Background: an optimization exercise with open tools, aiming at small area. Do not read the settings as production practice.
Only simulation tests tie the RTL to the original design; equivalence was not proved.
Power and IR drop assume default switching activity.

--- config.mk ---
export PLATFORM = sky130hd
export DESIGN_NAME = sadEngineTop
export DESIGN_NICKNAME = sadEngineTop
export VERILOG_FILES = /design/flow/design.v
export SDC_FILE = /design/flow/constraint.sdc
export NUM_CORES = 4
export LEC_CHECK = 0
export CAP_MARGIN = 20
export CORE_MARGIN = 2
export CORE_UTILIZATION = 40
export CTS_BUF_LIST = sky130_fd_sc_hd__clkbuf_16
export CTS_CLUSTER_DIAMETER = 120
export CTS_CLUSTER_SIZE = 30
export SLEW_MARGIN = 20
--- constraint.sdc ---
create_clock -name core_clock -period 5.0 [get_ports {Clk}]
set_input_delay 1.0000 -clock core_clock [delete_from_list [all_inputs] [get_ports {Clk}]]
set_output_delay 1.0000 -clock core_clock [all_outputs]
set_load 0.01 [all_outputs]
--- design.v ---
`timescale 1ns/1ps
package sadPkg;
        localparam int ApbAddrWidth = 8;
        localparam int ApbDataWidth = 32;
        localparam int FrameIndexWidth = 8;
        localparam int NumElems = 16;
        typedef logic [ApbAddrWidth-1:0] apbAddrT;
        typedef logic [ApbDataWidth-1:0] apbDataT;
        typedef logic [FrameIndexWidth-1:0] frameIndexT;
        typedef enum logic [1:0] {
                kindNone         = 2'd0,
                kindFrameLoad    = 2'd1,
                kindFrameCompute = 2'd2,
                kindWindowLoad   = 2'd3
        } loadKindT;
        localparam apbAddrT AddrCmd = 8'h00;
        localparam apbAddrT AddrElem = 8'h04;
        localparam apbAddrT AddrCount = 8'h08;
        localparam apbAddrT AddrLast = 8'h0C;
        localparam apbAddrT AddrBest = 8'h10;
        localparam apbAddrT AddrBestIdx = 8'h14;
endpackage
`timescale 1ns/1ps
module sadApbControl #(
        parameter int ElemWidth = 8
) (
        input  logic Clk,
        input  logic rst,
        input  logic psel,
        input  logic penable,
        input  logic pwrite,
        input  sadPkg::apbAddrT paddr,
        input  sadPkg::apbDataT pwdata,
        output sadPkg::apbDataT prdata,
        input  logic [ElemWidth+3:0] lastSad,
        input  logic [ElemWidth+3:0] bestSad,
        input  sadPkg::frameIndexT bestIdx,
        input  sadPkg::frameIndexT resultCount,
        output logic elemWrite,
        output logic windowLoad,
        output logic computeSetup,
        output logic countWrite,
        output logic [3:0] stagePtr
);
        logic wrEn;
        logic cmdWrite;
        logic cmdAddr;
        assign wrEn = psel & penable & pwrite;
        assign cmdAddr = (paddr == sadPkg::AddrCmd);
        assign cmdWrite = wrEn && cmdAddr;
        assign elemWrite = wrEn && (paddr == sadPkg::AddrElem);
        assign countWrite = wrEn && (paddr == sadPkg::AddrCount);
        assign windowLoad = cmdWrite && (pwdata[1:0] == sadPkg::kindWindowLoad);
        assign computeSetup = psel && !penable && pwrite && cmdAddr &&
                              (pwdata[1:0] == sadPkg::kindFrameCompute);
        always_ff @(posedge Clk) begin
                if (rst) begin
                        stagePtr <= '0;
                end else if (cmdWrite) begin
                        stagePtr <= '0;
                end else if (elemWrite) begin
                        stagePtr <= stagePtr + 1'b1;
                end
        end
        always_comb begin
                case (paddr)
                        sadPkg::AddrCount: prdata = sadPkg::ApbDataWidth'(resultCount);
                        sadPkg::AddrLast: prdata = sadPkg::ApbDataWidth'(lastSad);
                        sadPkg::AddrBest: prdata = sadPkg::ApbDataWidth'(bestSad);
                        sadPkg::AddrBestIdx: prdata = sadPkg::ApbDataWidth'(bestIdx);
                        default: prdata = '0;
                endcase
        end
endmodule
`timescale 1ns/1ps
module sadVectorCapture #(
        parameter int ElemWidth = 8
) (
        input  logic Clk,
        input  logic rst,
        input  logic elemWrite,
        input  logic [3:0] stagePtr,
        input  logic [ElemWidth-1:0] elemData,
        input  logic windowLoad,
        input  logic [1:0] lane,
        output logic [ElemWidth-1:0] stageElem,
        output logic [ElemWidth-1:0] windowElem
);
        logic [ElemWidth-1:0] stageMem [16];
        logic [ElemWidth-1:0] windowMem [16];
        logic [1:0] phase;
        logic [1:0] writeCol;
        always_ff @(posedge Clk) begin
                if (rst) begin
                        phase <= '0;
                end else begin
                        phase <= phase + 1'b1;
                end
        end
        assign writeCol = stagePtr[1:0] - phase - 1'b1;
        always_ff @(posedge Clk) begin
                for (int j = 0; j < 4; j++) begin
                        for (int l = 0; l < 4; l++) begin
                                stageMem[4*j + l] <= ~((elemWrite && (writeCol == j) && (stagePtr[3:2] == l)) ?
                                                       (elemData ^ {ElemWidth{(j % 2) == 0}}) :
                                                       stageMem[4*((j + 1) % 4) + l]);
                                windowMem[4*j + l] <= ~(windowLoad ? stageMem[4*((j + 1) % 4) + l] :
                                                        windowMem[4*((j + 1) % 4) + l]);
                        end
                end
        end
        assign stageElem = stageMem[lane];
        assign windowElem = windowMem[lane];
endmodule
`timescale 1ns/1ps
module sadDiffTree #(
        parameter int ElemWidth = 8
) (
        input  logic [ElemWidth-1:0] windowElem,
        input  logic [ElemWidth-1:0] stageElem,
        input  logic [ElemWidth+3:0] sumIn,
        output logic [ElemWidth+3:0] sumOut
);
        logic [ElemWidth-1:0] d;
        logic gt;
        logic [ElemWidth-1:0] mag;
        assign {gt, d} = {1'b0, windowElem} + {1'b0, ~stageElem};
        assign mag = d ^ {ElemWidth{~gt}};
        assign sumOut = sumIn + {4'd0, mag} + {{(ElemWidth+3){1'b0}}, gt};
endmodule
`timescale 1ns/1ps
module sadBestTracker #(
        parameter int ElemWidth = 8
) (
        input  logic Clk,
        input  logic rst,
        input  logic computeSetup,
        input  logic clearBest,
        input  logic [ElemWidth+3:0] sumNext,
        output logic [1:0] lane,
        output logic [ElemWidth+3:0] lastSad,
        output logic [ElemWidth+3:0] bestSad,
        output sadPkg::frameIndexT bestIdx,
        output sadPkg::frameIndexT resultCount
);
        logic busy;
        logic [3:0] step;
        logic finish;
        always_ff @(posedge Clk) begin
                if (rst) begin
                        busy <= 1'b0;
                        finish <= 1'b0;
                        step <= '0;
                end else begin
                        finish <= busy && (step == 4'd15);
                        if (computeSetup) begin
                                busy <= 1'b1;
                        end else if (step == 4'd15) begin
                                busy <= 1'b0;
                        end
                        if (computeSetup || busy) begin
                                step <= step + 1'b1;
                        end
                end
        end
        assign lane = step[3:2];
        always_ff @(posedge Clk) begin
                if (rst) begin
                        lastSad <= '0;
                end else if (computeSetup || busy) begin
                        lastSad <= sumNext;
                end
        end
        always_ff @(posedge Clk) begin
                if (rst) begin
                        bestSad <= '1;
                        bestIdx <= '0;
                        resultCount <= '0;
                end else if (clearBest) begin
                        bestSad <= '1;
                        bestIdx <= '0;
                        resultCount <= '0;
                end else if (finish) begin
                        resultCount <= resultCount + 1'b1;
                        if (lastSad < bestSad) begin
                                bestSad <= lastSad;
                                bestIdx <= resultCount;
                        end
                end
        end
endmodule
`timescale 1ns/1ps
module sadEngineTop #(
        parameter int ElemWidth = 8
) (
        input  logic Clk,
        input  logic rst,
        input  logic psel,
        input  logic penable,
        input  logic pwrite,
        input  sadPkg::apbAddrT paddr,
        input  sadPkg::apbDataT pwdata,
        output sadPkg::apbDataT prdata
);
        localparam int SumWidth = ElemWidth + 4;
        logic elemWrite;
        logic windowLoad;
        logic computeSetup;
        logic countWrite;
        logic [3:0] stagePtr;
        logic [1:0] lane;
        logic [ElemWidth-1:0] stageElem;
        logic [ElemWidth-1:0] windowElem;
        logic [SumWidth-1:0] sumNext;
        logic [SumWidth-1:0] lastSad;
        logic [SumWidth-1:0] bestSad;
        sadPkg::frameIndexT bestIdx;
        sadPkg::frameIndexT resultCount;
        sadApbControl #(.ElemWidth(ElemWidth)) uControl (
                .Clk(Clk), .rst(rst),
                .psel(psel), .penable(penable), .pwrite(pwrite),
                .paddr(paddr), .pwdata(pwdata), .prdata(prdata),
                .lastSad(lastSad), .bestSad(bestSad),
                .bestIdx(bestIdx), .resultCount(resultCount),
                .elemWrite(elemWrite), .windowLoad(windowLoad),
                .computeSetup(computeSetup), .countWrite(countWrite),
                .stagePtr(stagePtr)
        );
        sadVectorCapture #(.ElemWidth(ElemWidth)) uCapture (
                .Clk(Clk), .rst(rst),
                .elemWrite(elemWrite), .stagePtr(stagePtr),
                .elemData(pwdata[ElemWidth-1:0]), .windowLoad(windowLoad),
                .lane(lane), .stageElem(stageElem), .windowElem(windowElem)
        );
        sadDiffTree #(.ElemWidth(ElemWidth)) uDiffTree (
                .windowElem(windowElem), .stageElem(stageElem),
                .sumIn(computeSetup ? '0 : lastSad), .sumOut(sumNext)
        );
        sadBestTracker #(.ElemWidth(ElemWidth)) uTracker (
                .Clk(Clk), .rst(rst),
                .computeSetup(computeSetup), .clearBest(countWrite),
                .sumNext(sumNext), .lane(lane),
                .lastSad(lastSad), .bestSad(bestSad),
                .bestIdx(bestIdx), .resultCount(resultCount)
        );
endmodule
--- run.sh ---
#!/bin/bash
# synth_recipe.tcl (not shown) runs the flow's synth.tcl, then flattens the netlist and writes it again
# the make line also repeats each setting of config.mk as NAME=value (left out here)
make -C /OpenROAD-flow-scripts/flow DESIGN_CONFIG=/design/flow/config.mk WORK_HOME=/design/flow/orfs CLKGATE_MAP_FILE= SYNTH_SCRIPT=/design/flow/synth_recipe.tcl finish
==> notes.md <==
initial antenna violation count 0; Hold Path Cell Cnt 1; most used flip-flop cell after synthesis dfxtp_1; Detail Placement HPWL 16.86 mm; type of the most critical hold path flop to flop; period utilization 0.9106; Final Hold Viols 0; final worst slack 0.4469 ns; total chip power 0.003857 W; VDD IR max 0.2305 mV; largest net degree at the start of global routing 129; FF/Latch Area 0.006166 sq mm; vias after detailed routing 7586; Fin Setup TNS 0 ns; Port Buffer Count 32; clock-pin slew on the worst setup and hold paths 0.11 ns; total gr overflow 0; Final setup viols 0; worst hold slack 0.4001 ns; clock root cell clkbuf_16; crit path max fanout 8; WL final 25.34 mm; CTS resizes 0; Final Max Tran Viols 0; antenna fix cells 0; dpl ws 0.4678 ns; Routed WL per cell 16.79 um; register bit total from synthesis 308; r2r worst-path depth 16; first-pass GRT wire length 40.42 mm; setup bufs post-CTS 0; post-synthesis area per instance 10.84 sq um; Num CTS Buffers 14; Placer Congestion 0.7812; vias per inst 5.027; Post-Route Skew 0.02865 ns; Netlist cell types 55; WP data arrival 4.97 ns; Final Instance Area 0.01312 sq mm; IO Pins 77; starting DRC count in detailed routing 472; total core area 0.02980 sq mm; Worst setup EP type flop; DIE AREA 0.03181 sq mm; GR Layer Usage met2 0.2791; startpoint types flop; DRC violations left 0; Multi-input gate area 0.005497 sq mm; Max Cap Viol 0; Initial Util 0.4080; Critical Path RT 5.41 ns; Synth Warn # 5; Least-Margin Pin Slew 1.064 ns; Post-synth EDFFs 0; number of global-route vias before repair 7319; RSZ-0062 raised after global routing false; Rel. slew slack 0.2909; status timing/DRC/antenna clean; PD cells 294.0 mW/mm^2; fillers 2778; htree depth 1; Skew-Pair Late Insertion Delay 0.51 ns; Mapped Cells 1122; CTS Hold Bufs 0; met1 GRT Util 0.2226; f_max 0.2196 GHz; global-route track usage on met3 0.01982; synthesized area 0.01216 sq mm; die height 178.3 um; Routed Antenna Nets 0; Post-synth ARST share 0; Seq/Total Area, Yosys 0.5072; standard-cell rows 63; Layout area overhead 7.903%; TritonCTS clock tree built; Sink Count 308; GR peak layer met2; Final min period 4.553 ns; LEAKAGE 5.919 nW; share of layout cells above drive strength 1 0.08043; placed cell area 0.01272 sq mm; Die X 178.3 um; Setup CP Type flop to flop; CTS Buffer Depth 3; nets@finish 1195; Total GRT Usage 0.1632; router iterations before antenna repair 8
==> through the flow <==
stage,std cells,util
2_1_floorplan,1141,-
4_1_cts,1509,0.4403
6_report,1509,0.4403
5_1_grt,1509,0.4403
3_3_place_gp,1492,0.4268
3_5_place_dp,1492,0.4268
==> registers in the layout, summed over array words and instances, names as in the netlist <==
signal and flops:
uTracker.step 4, uTracker.busy 1, uCapture.windowMem 128, uTracker.lastSad 12, uTracker.bestIdx 8, uCapture.phase 2
uTracker.resultCount 8, uTracker.finish 1, uCapture.stageMem 128, uTracker.bestSad 12, uControl.stagePtr 4
==> worst paths after layout <==
path | from | slack (ns) | end
setup / recovery | uTracker.step[2] | 0.45 | uTracker.lastSad[7]
hold / removal | uCapture.windowMem[14][2] | 0.40 | uCapture.windowMem[10][2]
setup reg to reg | uTracker.step[2] | 0.45 | uTracker.lastSad[7]
hold reg to reg | uCapture.windowMem[14][2] | 0.40 | uCapture.windowMem[10][2]
==> metal layers <==
metal,share of wire,vias up
met3,0.030,24
met2,0.48,112
met4,0.014,0
li1,-,3810
met1,0.48,3640
met5,0,-
==> layout make-up <==
type | count | area share
sequential | 308 | 0.4700
multi-input combinational | 715 | 0.4190
tap | 390 | 0.03720
timing repair buffer | 47 | 0.03395
clock buffer | 15 | 0.02861
inverter | 32 | 0.009156
clock inverter | 2 | 0.002098
==> worst max-delay path, cell delays in order, from the launching register on <==
cell and delay [ns]:
dfxtp_1 0.57, mux4_2 0.57, inv_1 0.12, ha_1 0.19, inv_1 0.06, fa_1 0.40, nand2b_1 0.17, a211oi_1 0.32
nor2_2 0.18, xor2_1 0.27, inv_1 0.08, ha_1 0.30, and4b_1 0.21, a221oi_4 0.33, a21oi_1 0.13, or3_1 0.36
a31o_1 0.21
==> synth_stat cells (all sizes together), types with 2 or more instances <==
master,n,area (sq um)
a22o,4,35.03
o211ai,3,22.52
mux4,16,360.4
buf,58,359.1
and4,3,26.28
a211oi,5,37.54
or3,5,31.28
nand3b,2,22.52
o21bai,2,15.01
xor2,13,113.9
nand3,10,60.06
a222oi,8,80.08
dfxtp,308,6166
ha,30,375.4
a221oi,2,35.04
nor2b,3,18.77
nor2,132,525.5
or2,7,43.80
nand4,10,77.57
inv,32,120.1
nand2,55,206.5
a31oi,3,18.77
nor4,3,48.80
a21oi,83,475.5
xnor2,20,175.2
and3,3,18.77
a31o,2,17.52
and2,8,50.05
a21o,12,90.09
nor3,8,62.56
fa,2,40.04
mux2i,215,2152
o21ai,13,65.06
clkbuf,28,105.1
nand2b,6,37.54
==> cells in the final DEF (no fill, tap or decap), types with 6 or more instances in the layout <==
cell type / instances
nand3_1: 8
nand4_1: 9
nor2_1: 120
nor2_2: 12
clkbuf_16: 15
nand2_1: 55
nand2b_1: 6
and2_1: 8
conb_1: 20
dfxtp_1: 308
a21oi_2: 16
inv_1: 32
mux4_2: 16
xnor2_1: 20
o21ai_0: 13
mux2i_1: 215
buf_4: 14
xor2_1: 13
or2_1: 6
ha_1: 30
clkdlybuf4s50_1: 32
nor3_1: 6
a21o_1: 12
a222oi_1: 8
a21oi_1: 67
==> kinds of logic after synthesis <==
| group | synth area share |
|---|---|
| flip-flops | 0.5072 |
| AND/OR/NAND/NOR | 0.1030 |
| multiplexers | 0.2066 |
| AO/OA/AOI/OAI | 0.07688 |
| buffers and inverters | 0.04806 |
| XOR/XNOR | 0.02377 |
| adder cells (fa/ha/maj) | 0.03417 |
| other | 0.0003084 |
==> report_power, final <==
part           internal, W  switching (W)
Sequential         0.00245     0.00000230
Combinational    0.0000279      0.0000516
Clock             0.000555       0.000765
Total              0.00304       0.000819

port drivers added, routing unchanged:
Ports are ideal in the flow. The routed layout listed here was re-timed in OpenROAD. Step 1, drivers: a clkbuf_16 drives Clk and a buf_2 each remaining input, both assumed. Step 2 adds t to the input delays and takes it off the output delays; t is the mean of the earliest and latest rising clock arrival at the registers after step 1. Input paths then give back, and output paths get back, about the clock's delay inside the block. a / b / c = no drivers / after step 1 / after step 2; a / b = the first two.
t, ns: 0.540
setup slack, ns: 0.447 / 0.447 / 0.447
latest minus earliest clock arrival (ns): 0.029 / 0.030
worst register clock-pin slew, ns: 0.12 / 0.12
After both steps setup and hold are still met in this run. For this run, drivers alone change the setup slack by 0.000 ns; drivers and shift together by 0.000 ns.
